Source: an optimization exercise on an open RTL-to-GDS flow (aim: small area, a short achievable clock period and few clock cycles). Production flows keep margins and buffers that such runs may drop.
Function was checked by simulation only, so behaviour that the tests miss may differ from the original.
No activity file was given, so power comes from the tool's default toggle rates.

### design/flow/design.v
module arith_expression_evaluator_top #(
   parameter int FRAC_BITS  = 32,
   parameter int MAX_DIGITS = 18
) (
   input  logic        clock,
   input  logic        reset,
   input  logic        req_valid,
   output logic        req_ready,
   input  logic [7:0]  req_char,
   input  logic        req_last,
   output logic        rsp_valid,
   input  logic        rsp_ready,
   output logic [63:0] rsp_value,
   output logic [2:0]  rsp_status
);
   localparam int K_IDLE   = 0;
   localparam int K_CONV   = 1;
   localparam int K_RCONV  = 2;
   localparam int K_RADD   = 3;
   localparam int K_APPLY  = 4;
   localparam int K_MUL    = 5;
   localparam int K_DIVCHK = 6;
   localparam int K_DIV    = 7;
   localparam int K_WB     = 8;
   localparam int K_TERM   = 9;
   localparam logic [1:0] AF_NONE  = 2'd0;
   localparam logic [1:0] AF_TERM  = 2'd1;
   localparam logic [1:0] AF_FINAL = 2'd2;
   localparam logic [1:0] CMP_EQ = 2'd0;
   localparam logic [1:0] CMP_LT = 2'd1;
   localparam logic [1:0] CMP_GT = 2'd2;
   localparam logic [63:0] MAX_POS  = 64'h7FFF_FFFF_FFFF_FFFF;
   localparam logic [63:0] SIGN_BIT = 64'h8000_0000_0000_0000;
   localparam logic [63:0] ONE      = 64'h0000_0001_0000_0000;
   logic        bv_ff, bl_ff, bdone_ff;
   logic [7:0]  bc_ff;
   logic [30:0] fi_ff;
   logic [59:0] ff_ff;
   logic [4:0]  fcnt_ff;
   logic        fdot_ff, fbig_ff;
   logic [4:0]  nd_ff;
   logic [1:0]  cmp_ff;
   logic        ts_ff, pd_ff, neg_ff;
   logic [1:0]  fe_ff;
   logic [4:0]  pcnt_ff;
   logic        phold_ff;
   logic        bv_in, bl_in, bdone_in;
   logic [7:0]  bc_in;
   logic [30:0] fi_in;
   logic [59:0] ff_in;
   logic [4:0]  fcnt_in;
   logic        fdot_in, fbig_in;
   logic [4:0]  nd_in;
   logic [1:0]  cmp_in;
   logic        ts_in, pd_in, neg_in;
   logic [1:0]  fe_in;
   logic [4:0]  pcnt_in;
   logic        phold_in;
   logic [9:0]  st_ff, st_in;
   logic [63:0] a_ff, a_in;
   logic [63:0] b_ff, b_in;
   logic [4:0]  bf_ff, bf_in;
   logic        qov_ff, qov_in;
   logic        adiv_ff, adiv_in;
   logic [1:0]  after_ff, after_in;
   logic        tsign_ff, tsign_in;
   logic [1:0]  tfe_ff, tfe_in;
   logic [2:0]  be_ff, be_in;
   logic [2:0]  status_ff, status_in;
   logic        rv_ff, rv_in;
   logic [63:0] sum_ff, sum_in;
   logic [63:0] pm_ff, pm_in;
   logic        ps_ff, ps_in;
   logic        one_ff, one_in;
   logic [6:0]  cnt_ff, cnt_in;
   logic        mint_ff, mint_in;
   logic        ovf_ff, ovf_in;
   logic        sfix_ff, sfix_in;
   logic        sfneg_ff, sfneg_in;
   logic        sfrv_ff, sfrv_in;
   logic        rbit_ff, rbit_in;
   logic sI, sCV, sRC, sRA, sAP, sMU, sDC, sDV, sWB, sTM;
   assign sI  = st_ff[K_IDLE];
   assign sCV = st_ff[K_CONV];
   assign sRC = st_ff[K_RCONV];
   assign sRA = st_ff[K_RADD];
   assign sAP = st_ff[K_APPLY];
   assign sMU = st_ff[K_MUL];
   assign sDC = st_ff[K_DIVCHK];
   assign sDV = st_ff[K_DIV];
   assign sWB = st_ff[K_WB];
   assign sTM = st_ff[K_TERM];
   logic       is_dig, is_dot, is_md, is_as;
   logic [3:0] dig;
   assign dig    = bc_ff[3:0];
   assign is_dig = (bc_ff >= 8'h30) && (bc_ff <= 8'h39);
   assign is_dot = (bc_ff == 8'h2E);
   assign is_md  = (bc_ff == 8'h2A) || (bc_ff == 8'h2F);
   assign is_as  = (bc_ff == 8'h2B) || (bc_ff == 8'h2D);
   logic [59:0] src;
   logic [61:0] t5;
   logic [63:0] t10;
   logic [2:0]  dh;
   logic       pgen;
   logic [3:0] dg;
   assign pgen = (pcnt_ff != 5'd0);
   assign dg   = pgen ? 4'd0 : dig;
   assign src = (fdot_ff || pgen) ? ff_ff : {29'd0, fi_ff};
   assign dh  = dg[3:1];
   assign t5  = {src, (dh[2] ? 2'b11 : dh[1:0])} + {2'd0, src} + {61'd0, dh[2]};
   assign t10 = {1'b0, t5, dg[0]};
   logic [3:0] ldig;
   always_comb begin
      case (nd_ff)
         5'd0:    ldig = 4'd1;
         5'd1:    ldig = 4'd8;
         5'd2:    ldig = 4'd4;
         5'd3:    ldig = 4'd4;
         5'd4:    ldig = 4'd6;
         5'd5:    ldig = 4'd7;
         5'd6:    ldig = 4'd4;
         5'd7:    ldig = 4'd4;
         5'd8:    ldig = 4'd0;
         5'd9:    ldig = 4'd7;
         5'd10:   ldig = 4'd3;
         5'd11:   ldig = 4'd7;
         5'd12:   ldig = 4'd0;
         5'd13:   ldig = 4'd9;
         5'd14:   ldig = 4'd5;
         5'd15:   ldig = 4'd5;
         5'd16:   ldig = 4'd1;
         5'd17:   ldig = 4'd6;
         default: ldig = 4'd0;
      endcase
   end
   logic take_frac;
   assign take_frac = !fbig_ff && (fcnt_ff < 5'd18) &&
                      ((nd_ff < 5'd19) || ((nd_ff == 5'd19) && (cmp_ff != CMP_GT)));
   logic [57:0] rcp;
   logic [6:0]  rsteps;
   always_comb begin
      case (fcnt_ff)
         5'd1:    rsteps = 7'd3;
         5'd2:    rsteps = 7'd6;
         5'd3:    rsteps = 7'd9;
         5'd4:    rsteps = 7'd13;
         default: rsteps = 7'd16;
      endcase
      case (bf_ff)
         5'd1:    rcp = 58'd230584300926402560;
         5'd2:    rcp = 58'd23058430092247040;
         5'd3:    rcp = 58'd2305843009214464;
         5'd4:    rcp = 58'd230584300921408;
         default: rcp = 58'd23058430092137;
      endcase
   end
   logic rc;
   assign rc = (bf_ff <= 5'd5);
   logic [16:0] falign;
   always_comb begin
      case (fcnt_ff)
         5'd1:    falign = {ff_ff[3:0], 13'd0};
         5'd2:    falign = {ff_ff[6:0], 10'd0};
         5'd3:    falign = {ff_ff[9:0], 7'd0};
         5'd4:    falign = {ff_ff[13:0], 3'd0};
         default: falign = ff_ff[16:0];
      endcase
   end
   logic [63:0] dsm;
   always_comb begin
      dsm = {9'd0, b_ff[63:9]};
      dsm = dsm | (dsm >> 1);
      dsm = dsm | (dsm >> 2);
      dsm = dsm | (dsm >> 4);
      dsm = dsm | (dsm >> 8);
      dsm = dsm | (dsm >> 16);
      dsm = dsm | (dsm >> 32);
   end
   logic dskip;
   assign dskip = ((a_ff & ~dsm) == 64'd0) && (b_ff[63:8] != 56'd0) && (cnt_ff >= 7'd8);
   logic        esub;
   logic [63:0] ax, ay;
   logic        acin;
   logic [64:0] as;
   assign esub = ps_ff ^ tsign_ff;
   always_comb begin
      ax = ({64{sCV}} & {a_ff[62:0], 1'b0}) |
           ({64{sRC}} & {a_ff[62:0], 1'b0}) |
           ({64{sDV}} & {a_ff[62:0], pm_ff[63]}) |
           ({64{sDC}} & a_ff) |
           ({64{sMU}} & a_ff) |
           ({64{sRA}} & {b_ff[63:32], rc ? a_ff[60:29] : b_ff[31:0]}) |
           ({64{sTM}} & sum_ff);
      ay = ({64{sCV}} & ({4'd0, ff_ff} ^ {64{!a_ff[63]}})) |
           ({64{sRC && b_ff[16]}} & {6'd0, rcp}) |
           ({64{sDV}} & (b_ff ^ {64{!a_ff[63]}})) |
           ({64{sDC}} & ~b_ff) |
           ({64{sMU && b_ff[0]}} & pm_ff) |
           ({64{sTM}} & (pm_ff ^ {64{esub}}));
      acin = ((sCV || sDV) && !a_ff[63]) || sDC || (sRA && (rc ? a_ff[28] : rbit_ff)) || (sTM && esub);
   end
   assign as = {1'b0, ax} + {1'b0, ay} + {64'd0, acin};
   logic        r64, add_ovf;
   logic [63:0] add_val;
   assign r64     = sum_ff[63] ^ esub ^ as[64];
   assign add_ovf = (r64 != as[63]);
   assign add_val = as[63:0];
   logic [63:0] wval;
   logic        wclamp;
   assign wval   = adiv_ff ? pm_ff : a_ff;
   assign wclamp = ovf_ff || (ps_ff ? (wval > SIGN_BIT) : wval[63]);
   logic qz, pz;
   assign qz = (b_ff == 64'd0);
   assign pz = (pm_ff == 64'd0);
   logic bfree;
   assign bfree = sI || (sTM && !rv_ff && !sfix_ff) || (sWB && (after_ff == AF_NONE)) ||
                  (sAP && (after_ff == AF_NONE) && !adiv_ff && one_ff && !b_ff[63]);
   logic tok_char, final_tok, want_tok, proc;
   assign final_tok = bl_ff && bdone_ff;
   assign tok_char  = (is_md && !ts_ff) || is_as;
   assign want_tok  = final_tok || tok_char;
   assign proc      = bv_ff && (!want_tok || bfree) &&
                      !(is_dig && !final_tok && (pgen || (fdot_ff && phold_ff)));
   logic       tok_go;
   logic [1:0] tok_after;
   logic aZ, aF, aS, aH, aP, aK;
   logic bL, bC, bR, bT, bO, bS, bH, bM;
   logic pB, pZ, pO, pT, pL, pE, pA, pC;
   logic sA, sZ, sF;
   logic done;
   logic [2:0] fin_status;
   always_comb begin
      bv_in     = bv_ff;
      bl_in     = bl_ff;
      bdone_in  = bdone_ff;
      bc_in     = bc_ff;
      fi_in     = fi_ff;
      ff_in     = ff_ff;
      fcnt_in   = fcnt_ff;
      pcnt_in   = pcnt_ff;
      phold_in  = phold_ff;
      fdot_in   = fdot_ff;
      fbig_in   = fbig_ff;
      nd_in     = nd_ff;
      cmp_in    = cmp_ff;
      ts_in     = ts_ff;
      pd_in     = pd_ff;
      neg_in    = neg_ff;
      fe_in     = fe_ff;
      st_in     = st_ff;
      bf_in     = bf_ff;
      qov_in    = qov_ff;
      adiv_in   = adiv_ff;
      after_in  = after_ff;
      tsign_in  = tsign_ff;
      tfe_in    = tfe_ff;
      be_in     = be_ff;
      status_in = status_ff;
      rv_in     = rv_ff;
      ps_in     = ps_ff;
      one_in    = one_ff;
      cnt_in    = cnt_ff;
      mint_in   = mint_ff;
      ovf_in    = ovf_ff;
      sfix_in   = sfix_ff;
      sfneg_in  = sfneg_ff;
      sfrv_in   = sfrv_ff;
      rbit_in   = rbit_ff;
      fin_status = 3'd0;
      aZ = 1'b0; aF = 1'b0; aS = 1'b0; aH = 1'b0; aP = 1'b0; aK = 1'b0;
      bL = 1'b0; bC = 1'b0; bR = 1'b0; bT = 1'b0; bO = 1'b0; bS = 1'b0; bH = 1'b0; bM = 1'b0;
      pB = 1'b0; pZ = 1'b0; pO = 1'b0; pT = 1'b0; pL = 1'b0; pE = 1'b0; pA = 1'b0; pC = 1'b0;
      sA = 1'b0; sZ = 1'b0; sF = 1'b0;
      done = 1'b0;
      tok_go    = 1'b0;
      tok_after = AF_NONE;
      if (rv_ff && rsp_ready) begin
         rv_in = 1'b0;
         sZ    = 1'b1;
      end
      if (sfix_ff) begin
         sfix_in = 1'b0;
         sF      = 1'b1;
         if (sfrv_ff) begin
            rv_in     = 1'b1;
            status_in = 3'd4;
         end
      end
      if (pgen) begin
         pcnt_in = pcnt_ff - 5'd1;
         ff_in   = t10[59:0];
      end
      if (sCV && !pgen) begin
         aS = 1'b1;
         if (cnt_ff != 7'd0) begin
            bC = 1'b1;
         end else begin
            rbit_in  = !as[63];
            st_in    = 10'd1 << K_RADD;
            phold_in = 1'b0;
            ff_in    = 60'd0;
         end
         cnt_in = cnt_ff - 7'd1;
      end
      if (sRC) begin
         aS     = 1'b1;
         bH     = 1'b1;
         cnt_in = cnt_ff - 7'd1;
         if (cnt_ff == 7'd0) st_in = 10'd1 << K_RADD;
      end
      if (sRA) begin
         bR     = 1'b1;
         qov_in = qov_ff || as[63];
         st_in  = 10'd1 << K_APPLY;
      end
      if (sAP) begin
         if (qov_ff) begin
            if (be_ff == 3'd0) be_in = 3'd4;
         end
         if (b_ff[63]) begin
            bM = 1'b1;
         end else if (!adiv_ff) begin
            if (one_ff) begin
               one_in = 1'b0;
               pB    = 1'b1;
               ps_in = 1'b0;
               done  = 1'b1;
            end else if (pz || qz) begin
               pZ   = 1'b1;
               done = 1'b1;
            end else begin
               one_in  = 1'b0;
               aZ      = 1'b1;
               ovf_in  = 1'b0;
               cnt_in  = 7'd31;
               mint_in = (b_ff[31:0] == 32'd0) || (pm_ff[31:0] == 32'd0);
               if (b_ff[31:0] == 32'd0) begin
                  bT = 1'b1;
               end else if (pm_ff[31:0] == 32'd0) begin
                  bS = 1'b1;
                  pB = 1'b1;
               end
               st_in   = 10'd1 << K_MUL;
            end
         end else begin
            one_in = 1'b0;
            if (qz) begin
               if ((be_ff == 3'd0) || (be_ff == 3'd4)) be_in = 3'd3;
               pZ   = 1'b1;
               done = 1'b1;
            end else if (pz) begin
               done = 1'b1;
            end else begin
               aP    = 1'b1;
               pT    = 1'b1;
               st_in = 10'd1 << K_DIVCHK;
            end
         end
      end
      if (sMU) begin
         bO = 1'b1;
         if (!mint_ff) begin
            aH     = 1'b1;
            cnt_in = cnt_ff - 7'd1;
            if (cnt_ff == 7'd0) begin
               mint_in = 1'b1;
               if (b_ff[63:1] == 63'd0) st_in = 10'd1 << K_WB;
            end
         end else begin
            aS     = 1'b1;
            pL     = 1'b1;
            ovf_in = ovf_ff || as[64] || (pm_ff[63] && (b_ff[63:1] != 63'd0));
            if (b_ff[63:1] == 63'd0) st_in = 10'd1 << K_WB;
         end
      end
      if (sDC) begin
         ovf_in = as[64];
         cnt_in = 7'd63;
         st_in  = as[64] ? (10'd1 << K_WB) : (10'd1 << K_DIV);
      end
      if (sDV) begin
         if (dskip) begin
            aK     = 1'b1;
            pE     = 1'b1;
            cnt_in = cnt_ff - 7'd8;
         end else begin
            aS     = 1'b1;
            pL     = 1'b1;
            cnt_in = cnt_ff - 7'd1;
            if (cnt_ff == 7'd0) st_in = 10'd1 << K_WB;
         end
      end
      if (sWB) begin
         if (wclamp) begin
            pC = 1'b1;
            if (be_ff == 3'd0) be_in = 3'd4;
         end else begin
            pA = !adiv_ff;
         end
         done = 1'b1;
      end
      if (sTM) begin
         if (!rv_ff && !sfix_ff) begin
            pO       = 1'b1;
            ps_in    = 1'b0;
            one_in   = 1'b1;
            sfneg_in = r64;
            if ((after_ff == AF_FINAL) && ((tfe_ff != 2'd0) || (be_ff == 3'd3))) begin
               sZ    = 1'b1;
               rv_in = 1'b1;
            end else begin
               sA      = 1'b1;
               sfix_in = add_ovf;
               sfrv_in = (after_ff == AF_FINAL);
               if (!add_ovf) rv_in = (after_ff == AF_FINAL);
            end
            if (after_ff == AF_FINAL) begin
               fin_status = (tfe_ff != 2'd0) ? {1'b0, tfe_ff} : be_ff;
               status_in  = fin_status;
               be_in      = 3'd0;
            end
            st_in = 10'd1 << K_IDLE;
         end
      end
      if (sfix_ff && !sfrv_ff && (be_in == 3'd0)) be_in = 3'd4;
      if (done) begin
         st_in = (after_ff == AF_NONE) ? (10'd1 << K_IDLE) : (10'd1 << K_TERM);
      end
      if (proc) begin
         if (final_tok) begin
            bv_in     = 1'b0;
            bdone_in  = 1'b0;
            tok_go    = 1'b1;
            tok_after = AF_FINAL;
            pd_in     = 1'b0;
            ts_in     = 1'b1;
            neg_in    = 1'b0;
            fe_in     = 2'd0;
         end else begin
            if (bl_ff) bdone_in = 1'b1;
            else       bv_in    = 1'b0;
            if (is_dig) begin
               ts_in = 1'b0;
               if (!fdot_ff || take_frac) begin
                  if ((nd_ff != 5'd0) || (dig != 4'd0)) begin
                     if (nd_ff != 5'd20) nd_in = nd_ff + 5'd1;
                     if ((nd_ff < 5'd19) && (cmp_ff == CMP_EQ)) begin
                        if (dig < ldig)      cmp_in = CMP_LT;
                        else if (dig > ldig) cmp_in = CMP_GT;
                     end
                  end
               end
               if (!fdot_ff) begin
                  fi_in   = t10[30:0];
                  fbig_in = fbig_ff || (t10[34:31] != 4'd0);
               end else if (take_frac) begin
                  ff_in   = t10[59:0];
                  fcnt_in = fcnt_ff + 5'd1;
               end
            end else if (is_dot) begin
               ts_in = 1'b0;
               if (fdot_ff) begin
                  if (fe_ff == 2'd0) fe_in = 2'd2;
               end else begin
                  fdot_in = 1'b1;
               end
            end else if (is_md) begin
               pd_in = (bc_ff == 8'h2F);
               ts_in = 1'b0;
               if (!ts_ff) begin
                  tok_go    = 1'b1;
                  tok_after = AF_NONE;
               end
            end else if (is_as) begin
               tok_go    = 1'b1;
               tok_after = AF_TERM;
               neg_in    = (bc_ff == 8'h2D);
               pd_in     = 1'b0;
               ts_in     = 1'b1;
            end else begin
               fe_in = 2'd1;
            end
         end
      end
      if (tok_go) begin
         adiv_in  = pd_ff;
         after_in = tok_after;
         tsign_in = neg_ff;
         tfe_in   = fe_ff;
         bf_in    = fcnt_ff;
         qov_in   = fbig_ff;
         bL       = 1'b1;
         if ((fcnt_ff == 5'd0) || fbig_ff) begin
            aZ    = 1'b1;
            st_in = 10'd1 << K_APPLY;
         end else if (fcnt_ff <= 5'd5) begin
            aZ     = 1'b1;
            cnt_in = rsteps;
            st_in  = 10'd1 << K_RCONV;
         end else begin
            aF     = 1'b1;
            cnt_in = 7'd32;
            st_in  = 10'd1 << K_CONV;
         end
         fi_in   = 31'd0;
         ff_in   = 60'd0;
         if ((fcnt_ff > 5'd5) && !fbig_ff) begin
            ff_in    = 60'd1;
            pcnt_in  = fcnt_ff;
            phold_in = 1'b1;
         end
         fcnt_in = 5'd0;
         fdot_in = 1'b0;
         fbig_in = 1'b0;
         nd_in   = 5'd0;
         cmp_in  = CMP_EQ;
      end
      if (req_valid && req_ready) begin
         bv_in    = 1'b1;
         bc_in    = req_char;
         bl_in    = req_last;
         bdone_in = 1'b0;
      end
   end
   logic aHold, bHold, pHold, sHold;
   assign aHold = !(aZ || aF || aS || aH || aP || aK);
   assign bHold = !(bL || bC || bR || bT || bO || bS || bH || bM);
   assign pHold = !(pB || pZ || pO || pT || pL || pE || pA || pC);
   assign sHold = !(sA || sZ || sF);
   always_comb begin
      a_in = ({64{aHold}} & a_ff) |
             ({64{aF}} & {4'd0, ff_ff}) |
             ({64{aS}} & as[63:0]) |
             ({64{aH}} & as[64:1]) |
             ({64{aP}} & {32'd0, pm_ff[63:32]}) |
             ({64{aK}} & {a_ff[55:0], pm_ff[63:56]});
      b_in = ({64{bHold}} & b_ff) |
             ({64{bL}} & (fbig_ff ? MAX_POS : {1'b0, fi_ff, 15'd0, falign})) |
             ({64{bC}} & {b_ff[63:32], b_ff[30:0], !as[63]}) |
             ({64{bR}} & as[63:0]) |
             ({64{bM}} & MAX_POS) |
             ({64{bH}} & {b_ff[63:17], b_ff[15:0], 1'b0}) |
             ({64{bT}} & {32'd0, b_ff[63:32]}) |
             ({64{bO}} & {1'b0, b_ff[63:1]}) |
             ({64{bS}} & {32'd0, pm_ff[63:32]});
      pm_in = ({64{pHold}} & pm_ff) |
              ({64{pB}} & b_ff) |
              ({64{pO}} & ONE) |
              ({64{pT}} & {pm_ff[31:0], 32'd0}) |
              ({64{pL}} & {pm_ff[62:0], sDV && !as[63]}) |
              ({64{pE}} & {pm_ff[55:0], 8'd0}) |
              ({64{pA}} & a_ff) |
              ({64{pC}} & (ps_ff ? SIGN_BIT : MAX_POS));
      sum_in = ({64{sHold}} & sum_ff) |
               ({64{sA}} & add_val) |
               ({64{sF}} & (sfneg_ff ? SIGN_BIT : MAX_POS));
   end
   assign req_ready  = !bv_ff || (proc && !(bl_ff && !bdone_ff));
   assign rsp_valid  = rv_ff;
   assign rsp_value  = sum_ff;
   assign rsp_status = status_ff;
   always_ff @(posedge clock) begin
      if (reset) begin
         bv_ff     <= 1'b0;
         bdone_ff  <= 1'b0;
         fi_ff     <= 31'd0;
         ff_ff     <= 60'd0;
         fcnt_ff   <= 5'd0;
         fdot_ff   <= 1'b0;
         fbig_ff   <= 1'b0;
         nd_ff     <= 5'd0;
         cmp_ff    <= CMP_EQ;
         ts_ff     <= 1'b1;
         pd_ff     <= 1'b0;
         neg_ff    <= 1'b0;
         fe_ff     <= 2'd0;
         pcnt_ff   <= 5'd0;
         phold_ff  <= 1'b0;
         st_ff     <= 10'd1 << K_IDLE;
         be_ff     <= 3'd0;
         rv_ff     <= 1'b0;
         sum_ff    <= 64'd0;
         pm_ff     <= ONE;
         ps_ff     <= 1'b0;
         one_ff    <= 1'b1;
         sfix_ff   <= 1'b0;
      end else begin
         bv_ff     <= bv_in;
         bdone_ff  <= bdone_in;
         fi_ff     <= fi_in;
         ff_ff     <= ff_in;
         fcnt_ff   <= fcnt_in;
         fdot_ff   <= fdot_in;
         fbig_ff   <= fbig_in;
         nd_ff     <= nd_in;
         cmp_ff    <= cmp_in;
         ts_ff     <= ts_in;
         pd_ff     <= pd_in;
         neg_ff    <= neg_in;
         fe_ff     <= fe_in;
         pcnt_ff   <= pcnt_in;
         phold_ff  <= phold_in;
         st_ff     <= st_in;
         be_ff     <= be_in;
         rv_ff     <= rv_in;
         sum_ff    <= sum_in;
         pm_ff     <= pm_in;
         ps_ff     <= ps_in;
         one_ff    <= one_in;
         sfix_ff   <= sfix_in;
      end
   end
   always_ff @(posedge clock) begin
      bl_ff     <= bl_in;
      bc_ff     <= bc_in;
      a_ff      <= a_in;
      b_ff      <= b_in;
      bf_ff     <= bf_in;
      qov_ff    <= qov_in;
      adiv_ff   <= adiv_in;
      after_ff  <= after_in;
      tsign_ff  <= tsign_in;
      tfe_ff    <= tfe_in;
      status_ff <= status_in;
      cnt_ff    <= cnt_in;
      mint_ff   <= mint_in;
      ovf_ff    <= ovf_in;
      sfneg_ff  <= sfneg_in;
      sfrv_ff   <= sfrv_in;
      rbit_ff   <= rbit_in;
   end
endmodule
### design/flow/run.sh
#!/bin/bash
# synth_recipe.tcl (not shown) runs the flow's synth.tcl, then flattens the netlist and writes it again
# the make line also repeats each setting of config.mk as NAME=value (left out here)
make -C /OpenROAD-flow-scripts/flow DESIGN_CONFIG=/design/flow/config.mk WORK_HOME=/design/flow/orfs CLKGATE_MAP_FILE= SYNTH_SCRIPT=/design/flow/synth_recipe.tcl finish
### design/flow/config.mk
export PLATFORM = sky130hd
export DESIGN_NAME = arith_expression_evaluator_top
export DESIGN_NICKNAME = arith_expression_evaluator_top
export VERILOG_FILES = /design/flow/design.v
export SDC_FILE = /design/flow/constraint.sdc
export NUM_CORES = 4
export LEC_CHECK = 0
export CAP_MARGIN = 20
export CORE_MARGIN = 2
export CORE_UTILIZATION = 40
export SLEW_MARGIN = 20
### design/flow/constraint.sdc
create_clock -name core_clock -period 14.5 [get_ports {clock}]
set_input_delay 2.9000 -clock core_clock [delete_from_list [all_inputs] [get_ports {clock}]]
set_output_delay 2.9000 -clock core_clock [all_outputs]
set_load 0.01 [all_outputs]
==> summary.txt, run 1 <==
Critical path
  – Worst Path Required: 15.09 ns
  – Critical path buffer and inverter count: 2
  – Startpoint types: flop
  – Worst r2r src: a_ff[63]
  – CP Cell Sequence: buf_4, buf_4, xnor2_1, a222oi_1, nand4_1, ha_1, nand4_1, nor4b_1, nand2_1, a211oi_1, nor3_1, a21oi_1, a31oi_1, mux2i_1, and2_1, nand3_1, a31oi_1
  – Worst r2r dst: pm_ff[0]
  – CP max-delay cell: dfxtp_4
  – Worst r2r path cells: 17
  – Crit end category: flop
  – WS Path Type: flop to flop
  – Max incr delay on CP: 0.89 ns
  – Crit path max-delay family: compound AO/OA/AOI/OAI gates
  – Crit path DAT: 8.30 ns
  – Maximum fanout along the worst path: 58
  – Reg2reg setup slack: 6.79 ns

Global route
  – First-pass GRT wire length: 264000 µm
  – Largest net degree at the start of global routing: 77
  – Vias in the first global route: 35600
  – Initial antenna violation count: 17
  – Global router's overall resource usage: 41.7%
  – Aggregate global routing overflow: 0

Clock tree
  – CTS Buf Count: 54
  – Worst skew pair latency: 0.68 ns
  – CTS HTree Levels: 2
  – Clock tree buffer depth: 3
  – CTS tree: built
  – Postcts setup bufs: 0
  – Root buf cell: clkbuf_16
  – CTS Hold Buffers Added: 0
  – Clk slew on worst S/H paths: 0.07 ns
  – Post_cts resized: 0
  – Clk sinks: 431

Yosys
  – Sequential share of the synthesized area: 26.4%
  – Area of the mapped netlist: 33600 µm²
  – Post-Synthesis Cells: 4453
  – Number of flops mapped to enable cells by yosys: 24
  – Post-synth top area cell: dfxtp_1
  – Dominant cells by area after synthesis: dfxtp_1 (24%), nand2_1 (7.1%), a222oi_1 (6.2%)
  – Ys async rst share: 0%
  – Avg Synthesized Cell Area: 7.54 µm²
  – Top_reg_cell synth: dfxtp_1
  – Top-area cell type share of the netlist area: 24.3%
  – Syn nets: 4603
  – Warnings from Yosys: 1
  – Yosys cell types: 87
  – FF+latch count, synth: 431

Timing
  – RSZ-0062 raised after global routing: no
  – Final Cycle Share: 53.2%
  – Maximum clock frequency: 0.130 GHz
  – Tmin final: 7.71 ns
  – Final setup fails: 0
  – Final Hold Viols: 0
  – Clock Skew: 0.0461 ns
  – Worst Slack Setup Final: 6.79 ns
  – Slew margin rel.: 10.3%
  – Worst Tran Pin Value: 1.33 ns
  – TNS Setup: 0 ns
  – Count of pins over their slew limit: 0

Cells and area
  – Nets: 4388
  – Non-filler instance count after layout: 5376
  – Share of cells above drive strength 1: 7.59%
  – FILL cells: 8421
  – Syn-to-layout area delta: 10.4%

Floorplan
  – Core area: 83400 µm²
  – Die Ht: 294 µm
  – Rows: 106
  – Starting Density: 40.3%
  – Num ports: 82
  – DIE WIDTH: 294 µm
  – Area of the die: 86300 µm²

Worst hold path
  – Hold Crit Endpoint: fi_ff[21]
  – Hold depth: 2
  – Hold_sp: fi_ff[21]
  – Hold crit path type: flop to flop

Power
  – Leakage: 13.5 nW
  – VDD IR-drop max: 0.000104 V
  – Total design power: 4.05 mW
  – Cell Pwr Density: 109 nW/µm²

Placed design
  – Input/output buffers: 81
  – RePlAce Congestion: 1.14
  – Detail Placement HPWL: 134000 µm
  – Placed cell count: 5260
  – Pre-CTS WS: 7.38 ns

Drt
  – Routed vias: 38900
  – Routed len/inst: 34.6 µm
  – DRC Markers: 0
  – Initial DRC count: 7829
  – Via density: 7.23
  – Drt total wl: 186000 µm
  – Post-route ant nets: 0
  – Detailed Routing Iterations Pass 1: 14

Run
  – Max cap viols: 0

Run status
  – Status: timing/DRC/antenna clean
layer usage:
metal  track usage [%]  vias up  part of all wire, %
met5             0.170        -                0.075
met4              27.0       20                  8.2
met3              18.1      873                   15
met2              58.5     3120                   40
met1              51.6    18400                   37
li1                  -    16500                    -
registers in the layout, summed over array words and instances (netlist names), 2 cells and up:
signal,cells
bc_ff,8
pcnt_ff,5
sum_ff,64
ldig,4
fe_ff,2
a_ff,64
nd_ff,5
after_ff,2
cnt_ff,7
status_ff,3
fi_ff,31
pm_ff,64
b_ff,64
fcnt_ff,5
ff_ff,60
tfe_ff,2
st_ff,10
be_ff,3
bf_ff,5
cmp_ff,2
how the worst max path moves through the flow:
stage | depth (start not counted) | from | endpoint | slack (ns)
after floorplan | 20 | pcnt_ff[0] | ff_ff[31] | 9.25
after global placement | 18 | a_ff[63] | sum_ff[63] | 7.48
after detailed placement | 17 | a_ff[63] | qov_ff | 7.38
after CTS | 16 | a_ff[63] | qov_ff | 7.37
after global routing | 17 | a_ff[63] | sum_ff[63] | 6.64
final | 17 | a_ff[63] | pm_ff[0] | 6.79
where the power goes:
group / leakage, nW / switching (mW) / internal, mW / total [mW]
registers: 3.53 / 0.189 / 1.27 / 1.45
logic: 9.03 / 0.685 / 0.353 / 1.04
clock network: 0.964 / 0.630 / 0.923 / 1.55
total: 13.5 / 1.50 / 2.54 / 4.05
kinds of logic after synthesis:
family | count (synthesis) | share of synthesized area, %
adder cells (fa/ha/maj) | 138 | 5.22
multiplexers | 41 | 1.34
flip-flops | 431 | 26.4
AO/OA/AOI/OAI | 1568 | 34.4
AND/OR/NAND/NOR | 1391 | 18.6
buffers and inverters | 623 | 7.20
XOR/XNOR | 261 | 6.81
final cells by class:
cell class | count | area, µm² | share of cell area (%)
antenna | 15 | 37.5 | 0.101
clock buffer | 72 | 1560 | 4.21
clock inverter | 27 | 442 | 1.19
inverter | 140 | 526 | 1.42
multi-input combinational | 3399 | 22500 | 60.6
sequential | 431 | 8880 | 24.0
tap | 1080 | 1350 | 3.64
timing repair buffer | 212 | 1800 | 4.86
layout by cell type, fill, tap and decap left out, drive strengths merged, types with 45 or more instances in the layout:
cell	synthesis	routed
a31oi	61	61
ha	133	133
o211ai	52	52
a21oi	383	383
nand3	87	87
o21ai	208	208
a222oi	207	207
clkdlybuf4s50	0	80
nor2b	57	57
a221o	158	158
buf	87	132
inv	139	142
nand4	52	52
nor4	45	45
nor3	55	55
clkbuf	396	72
a221oi	152	152
xnor2	208	208
o2111ai	67	67
nand2	635	635
dfxtp	407	407
a21o	63	63
xor2	53	53
nor2	314	314
synth_stat cells, types with 23 or more instances:
cell type / n
nand2_1: 634
dfxtp_1: 407
clkbuf_1: 394
a21oi_1: 383
nor2_1: 313
xnor2_1: 208
a222oi_1: 207
o21ai_0: 204
a221o_1: 158
a221oi_1: 152
inv_1: 138
ha_1: 133
nand3_1: 87
o2111ai_1: 67
a21o_1: 63
a31oi_1: 61
nor2b_1: 57
nor3_1: 53
xor2_1: 53
nand4_1: 52
o211ai_1: 50
buf_2: 47
nor4_1: 44
a211oi_1: 36
buf_1: 35
mux2_2: 32
o21bai_1: 27
and2_1: 26
nand2b_1: 25
edfxtp_1: 24
and3_1: 23
through the flow:
stage | hold WS, ns | util [%] | cell area (µm²)
2_1_floorplan | 0.406 | - | 33600
3_3_place_gp | 0.456 | 41.9 | 35000
3_5_place_dp | 0.459 | 41.9 | 35000
4_1_cts | 0.467 | 44.4 | 37000
5_1_grt | 0.492 | 44.4 | 37100
6_report | 0.468 | 44.5 | 37100
worst reg2reg max path, stage by stage (launching register included):
cell and delay, ns:
dfxtp_4 0.89, buf_4 0.59, buf_4 0.86, xnor2_1 0.20
a222oi_1 0.32, nand4_1 0.18, ha_1 0.56, nand4_1 0.35
nor4b_1 0.68, nand2_1 0.20, a211oi_1 0.36, nor3_1 0.10
a21oi_1 0.85, a31oi_1 0.49, mux2i_1 0.35, and2_1 0.35
nand3_1 0.12, a31oi_1 0.18
Testbench counts, summed over its fixed seeds: cycles 68,777.
==> run 2, diff against run 1 <==
--- a/design/flow/design.v
+++ b/design/flow/design.v
@@ -35,4 +35,6 @@
    logic        bv_ff, bl_ff, bdone_ff;
    logic [7:0]  bc_ff;
+   logic        sv_ff, sl_ff;
+   logic [7:0]  sc_ff;
    logic [30:0] fi_ff;
    logic [59:0] ff_ff;
@@ -47,4 +49,6 @@
    logic        bv_in, bl_in, bdone_in;
    logic [7:0]  bc_in;
+   logic        sv_in, sl_in;
+   logic [7:0]  sc_in;
    logic [30:0] fi_in;
    logic [59:0] ff_in;
@@ -80,4 +84,7 @@
    logic        sfrv_ff, sfrv_in;
    logic        rbit_ff, rbit_in;
+   logic        sneg_ff, sneg_in;
+   logic        yinv_ff, yinv_in, yinv;
+   assign yinv = yinv_ff;
    logic sI, sCV, sRC, sRA, sAP, sMU, sDC, sDV, sWB, sTM;
    assign sI  = st_ff[K_IDLE];
@@ -147,14 +154,12 @@
          default: rsteps = 7'd16;
       endcase
-      case (bf_ff)
-         5'd1:    rcp = 58'd230584300926402560;
-         5'd2:    rcp = 58'd23058430092247040;
-         5'd3:    rcp = 58'd2305843009214464;
-         5'd4:    rcp = 58'd230584300921408;
-         default: rcp = 58'd23058430092137;
-      endcase
+      rcp = ({58{bf_ff[0]}} & 58'd230584300926402560) |
+            ({58{bf_ff[1]}} & 58'd23058430092247040) |
+            ({58{bf_ff[2]}} & 58'd2305843009214464) |
+            ({58{bf_ff[3]}} & 58'd230584300921408) |
+            ({58{bf_ff[4]}} & 58'd23058430092137);
    end
-   logic rc;
-   assign rc = (bf_ff <= 5'd5);
+   logic rc_ff, rc_in, rc;
+   assign rc = rc_ff;
    logic [16:0] falign;
    always_comb begin
@@ -192,11 +197,9 @@
            ({64{sRA}} & {b_ff[63:32], rc ? a_ff[60:29] : b_ff[31:0]}) |
            ({64{sTM}} & sum_ff);
-      ay = ({64{sCV}} & ({4'd0, ff_ff} ^ {64{!a_ff[63]}})) |
-           ({64{sRC && b_ff[16]}} & {6'd0, rcp}) |
-           ({64{sDV}} & (b_ff ^ {64{!a_ff[63]}})) |
-           ({64{sDC}} & ~b_ff) |
-           ({64{sMU && b_ff[0]}} & pm_ff) |
-           ({64{sTM}} & (pm_ff ^ {64{esub}}));
-      acin = ((sCV || sDV) && !a_ff[63]) || sDC || (sRA && (rc ? a_ff[28] : rbit_ff)) || (sTM && esub);
+      ay = (({64{sCV}} & {4'd0, ff_ff}) |
+            ({64{sRC && b_ff[16]}} & {6'd0, rcp}) |
+            ({64{sDV || sDC}} & b_ff) |
+            ({64{(sMU && b_ff[0]) || sTM}} & pm_ff)) ^ {64{yinv}};
+      acin = yinv || (sRA && (rc ? a_ff[28] : rbit_ff));
    end
    assign as = {1'b0, ax} + {1'b0, ay} + {64'd0, acin};
@@ -235,4 +238,7 @@
       bdone_in  = bdone_ff;
       bc_in     = bc_ff;
+      sv_in     = sv_ff;
+      sl_in     = sl_ff;
+      sc_in     = sc_ff;
       fi_in     = fi_ff;
       ff_in     = ff_ff;
@@ -249,4 +255,5 @@
       fe_in     = fe_ff;
       st_in     = st_ff;
+      rc_in     = rc_ff;
       bf_in     = bf_ff;
       qov_in    = qov_ff;
@@ -267,4 +274,5 @@
       sfrv_in   = sfrv_ff;
       rbit_in   = rbit_ff;
+      sneg_in   = 1'b0;
       fin_status = 3'd0;
       aZ = 1'b0; aF = 1'b0; aS = 1'b0; aH = 1'b0; aP = 1'b0; aK = 1'b0;
@@ -423,4 +431,6 @@
          end
       end
+      if (sCV) sneg_in = pgen ? sneg_ff : as[63];
+      if (sDV) sneg_in = dskip ? 1'b0 : as[63];
       if (sfix_ff && !sfrv_ff && (be_in == 3'd0)) be_in = 3'd4;
       if (done) begin
@@ -488,5 +498,7 @@
          tsign_in = neg_ff;
          tfe_in   = fe_ff;
-         bf_in    = fcnt_ff;
+         bf_in    = {fcnt_ff == 5'd5, fcnt_ff == 5'd4, fcnt_ff == 5'd3,
+                     fcnt_ff == 5'd2, fcnt_ff == 5'd1};
+         rc_in    = (fcnt_ff <= 5'd5);
          qov_in   = fbig_ff;
          bL       = 1'b1;
@@ -516,9 +528,24 @@
          cmp_in  = CMP_EQ;
       end
-      if (req_valid && req_ready) begin
+      yinv_in = ((st_in[K_CONV] || st_in[K_DIV]) && !sneg_in) || st_in[K_DIVCHK] ||
+                (st_in[K_TERM] && (ps_in ^ tsign_in));
+      if (!bv_in && sv_ff) begin
          bv_in    = 1'b1;
-         bc_in    = req_char;
-         bl_in    = req_last;
+         bc_in    = sc_ff;
+         bl_in    = sl_ff;
          bdone_in = 1'b0;
+         sv_in    = 1'b0;
+      end
+      if (req_valid && req_ready) begin
+         if (!bv_in) begin
+            bv_in    = 1'b1;
+            bc_in    = req_char;
+            bl_in    = req_last;
+            bdone_in = 1'b0;
+         end else begin
+            sv_in = 1'b1;
+            sc_in = req_char;
+            sl_in = req_last;
+         end
       end
    end
@@ -556,5 +583,5 @@
                ({64{sF}} & (sfneg_ff ? SIGN_BIT : MAX_POS));
    end
-   assign req_ready  = !bv_ff || (proc && !(bl_ff && !bdone_ff));
+   assign req_ready  = !sv_ff;
    assign rsp_valid  = rv_ff;
    assign rsp_value  = sum_ff;
@@ -564,4 +591,5 @@
          bv_ff     <= 1'b0;
          bdone_ff  <= 1'b0;
+         sv_ff     <= 1'b0;
          fi_ff     <= 31'd0;
          ff_ff     <= 60'd0;
@@ -588,4 +616,5 @@
          bv_ff     <= bv_in;
          bdone_ff  <= bdone_in;
+         sv_ff     <= sv_in;
          fi_ff     <= fi_in;
          ff_ff     <= ff_in;
@@ -614,7 +643,10 @@
       bl_ff     <= bl_in;
       bc_ff     <= bc_in;
+      sl_ff     <= sl_in;
+      sc_ff     <= sc_in;
       a_ff      <= a_in;
       b_ff      <= b_in;
       bf_ff     <= bf_in;
+      rc_ff     <= rc_in;
       qov_ff    <= qov_in;
       adiv_ff   <= adiv_in;
@@ -629,4 +661,6 @@
       sfrv_ff   <= sfrv_in;
       rbit_ff   <= rbit_in;
+      sneg_ff   <= sneg_in;
+      yinv_ff   <= yinv_in;
    end
 endmodule
==> summary.txt, run 2 <==
Global route
  – Global router's overall resource usage: 40.3%
  – Initial antenna violation count: 15
  – Largest net degree at the start of global routing: 74
  – Vias in the first global route: 34900
  – Aggregate global routing overflow: 0
  – First-pass GRT wire length: 255000 µm

Yosys
  – Warnings from Yosys: 1
  – Dominant cells by area after synthesis: dfxtp_1 (25%), nand2_1 (7.5%), a221o_1 (5.6%)
  – Avg Synthesized Cell Area: 7.74 µm²
  – Top-area cell type share of the netlist area: 25.3%
  – Post-synth top area cell: dfxtp_1
  – Count leader, synth: nand2_1
  – Sequential share of the synthesized area: 27.4%
  – Syn nets: 4455
  – Top_reg_cell synth: dfxtp_1
  – FF+latch count, synth: 444
  – Number of flops mapped to enable cells by yosys: 24
  – Yosys cell types: 98
  – Post-Synthesis Cells: 4303
  – Area of the mapped netlist: 33300 µm²
  – Ys async rst share: 0%
  – Most common library cells after synthesis: nand2_1 (665), dfxtp_1 (420), a21oi_1 (364), clkbuf_1 (318), nor2_1 (299)

Placed design
  – Input/output buffers: 81
  – Placed cell count: 5177
  – RePlAce Congestion: 1.12
  – Detail Placement HPWL: 125000 µm

Run status
  – Status: timing/DRC/antenna clean

Timing
  – RSZ-0062 raised after global routing: no
  – Maximum clock frequency: 0.136 GHz
  – Worst Tran Pin Value: 1.30 ns
  – Clock Skew: 0.0518 ns
  – Final setup fails: 0
  – TNS Setup: 0 ns
  – Tmin final: 7.34 ns
  – Slew margin rel.: 12.7%
  – Count of pins over their slew limit: 0
  – Final Hold Viols: 0
  – Final Cycle Share: 50.6%

Worst hold path
  – Hold Crit Endpoint: adiv_ff
  – Hold_sp: pd_ff
  – Hold depth: 0
  – Hold crit path type: flop to flop

Critical path
  – Crit path DAT: 7.89 ns
  – Maximum fanout along the worst path: 73
  – WS Path Type: flop to flop
  – Worst r2r path cells: 18
  – Worst r2r dst: b_ff[62]
  – Worst r2r src: st_ff[5]
  – Reg2reg setup slack: 7.16 ns
  – Startpoint types: flop
  – Crit end category: flop
  – Worst Path Required: 15.04 ns

Power
  – Net switching power: 1.67 mW
  – Pint: 2.57 mW
  – Sequential Power Share: 37.4%
  – Combinational Power Share: 27.0%
  – Clock Power Share: 35.6%
  – Leakage: 14.8 nW
  – Cell Pwr Density: 115 nW/µm²
  – VDD IR-drop max: 0.000123 V
  – Sw Share: 39.4%

Floorplan
  – DIE WIDTH: 292 µm
  – Starting Density: 40.5%
  – Area of the die: 85500 µm²
  – Num ports: 82
  – Rows: 105
  – Die Ht: 292 µm
  – Core area: 82200 µm²

Clock tree
  – Post_cts resized: 0
  – Clk sinks: 444
  – CTS Hold Buffers Added: 0
  – Clock tree buffer depth: 3
  – Root buf cell: clkbuf_16
  – CTS tree: built
  – Postcts setup bufs: 0
  – Clk slew on worst S/H paths: 0.06 ns
  – CTS HTree Levels: 2
  – Worst skew pair latency: 0.70 ns
  – CTS Buf Count: 56

Drt
  – Routed vias: 38400
  – Via density: 7.25
  – DRC Markers: 0
  – Routed len/inst: 33.8 µm
  – Drt total wl: 179000 µm
  – Post-route ant nets: 0
  – Detailed Routing Iterations Pass 1: 22
  – Initial DRC count: 8333

Run
  – Max cap viols: 0

Cells and area
  – Nets: 4319
  – Most common cell after layout, fill and taps aside: nand2_1
  – Non-filler instance count after layout: 5296
  – Syn-to-layout area delta: 10.9%
  – Commonest cells after routing, fill and taps aside: nand2_1 (662), dfxtp_1 (415), a21oi_1 (363)
  – Share of cells above drive strength 1: 8.71%
==> run 2: how the worst max path moves through the flow <==
stage                     depth (start not counted)       end      from
after floorplan                                  19  b_ff[62]  st_ff[7]
after global placement                           18  b_ff[62]  st_ff[5]
after detailed placement                         18  b_ff[62]  st_ff[5]
after CTS                                        18  b_ff[62]  st_ff[5]
after global routing                             18  b_ff[62]  st_ff[5]
final                                            18  b_ff[62]  st_ff[5]
==> run 2: layout make-up <==
type	instances	area, µm²
Fill cell	8370	45300
Tap cell	1070	1340
Sequential cell	444	9140
Timing Repair Buffer	211	1790
Multi-Input combinational cell	3363	22400
Antenna cell	11	27.5
Clock inverter	31	369
Clock buffer	75	1550
Inverter	91	342
==> run 2: power groups by stage <==
stage | clock [mW] | sequential, mW | combinational [mW]
floorplan | 0 | 1.44 | 0.755
global placement | 0 | 1.58 | 1.08
detailed placement | 0 | 1.58 | 1.08
CTS | 1.50 | 1.55 | 1.09
global route | 1.55 | 1.58 | 1.20
finish | 1.51 | 1.58 | 1.14
==> run 2: routing by layer <==
layer  vias up  global-route usage [%]  part of all wire, %
met4        18                    26.0                  8.5
met5         -                    3.01                 0.31
met1     18200                    50.1                   38
met2      3138                    55.8                   39
li1      16200                       -                    -
met3       850                    17.9                   15
==> run 2: kinds of logic (layout without fill, tap and decap cells) <==
kind of cell,Yosys count,count (layout),synth area share [%]
AO/OA/AOI/OAI,1499,1499,33.3
XOR/XNOR,184,184,4.89
adder cells (fa/ha/maj),140,140,5.34
buffers and inverters,496,408,5.99
flip-flops,444,444,27.4
multiplexers,88,88,2.89
other,0,11,0
AND/OR/NAND/NOR,1452,1452,20.1
==> run 2: through the flow <==
step                      instance area (µm²)  power, mW  utilization [%]  setup WS (ns)  hold slack (ns)
after floorplan                         33300       2.19                -           9.56            0.402
after global placement                  34900       2.66             42.5           7.58            0.415
after detailed placement                34900       2.66             42.5           7.55            0.450
after CTS                               36900       4.14             44.8           7.47            0.457
after global routing                    36900       4.32             44.9           7.01            0.462
final                                   36900       4.23             44.9           7.16            0.460
==> run 2: critical path, stage by stage, from the launching register on <==
cell and delay, ns:
dfxtp_2 0.31, buf_4 0.70, a21o_2 0.23, buf_4 0.62, a221oi_1 0.20, xor2_1 0.22
fa_1 0.52, fa_1 0.49, nand2b_1 0.21, a211oi_1 0.43, o21ai_0 0.37, a211oi_1 0.53
o2111ai_1 0.31, a21oi_1 0.60, o21ai_0 0.20, and2_0 0.32, o31ai_1 0.34, xor2_1 0.15
a221o_1 0.36
Testbench counts of run 2, summed over its fixed seeds: cycles 68,777.

separate check: timing with driven ports:
No port has a modelled driver above. Below, the same layouts with a new extraction and two added sets of constraints. Step 1 assumes that a clkbuf_16 drives the clock port and a buf_2 every other input. Step 2 times the ports against the registers' clock, not the clock port: input delays grow and output delays shrink by t, the midpoint of the rising clock arrivals with the driver on. Slacks: ideal / step 1 / step 2; pairs: ideal / step 1.
run | t (ns) | setup slack, ns | clock arrival spread, ns
run 1 | 0.728 | 6.789 / 6.789 / 6.789 | 0.046 / 0.046
run 2 | 0.744 | 7.160 / 7.160 / 7.160 | 0.052 / 0.052
After both steps every run listed still meets setup and hold.
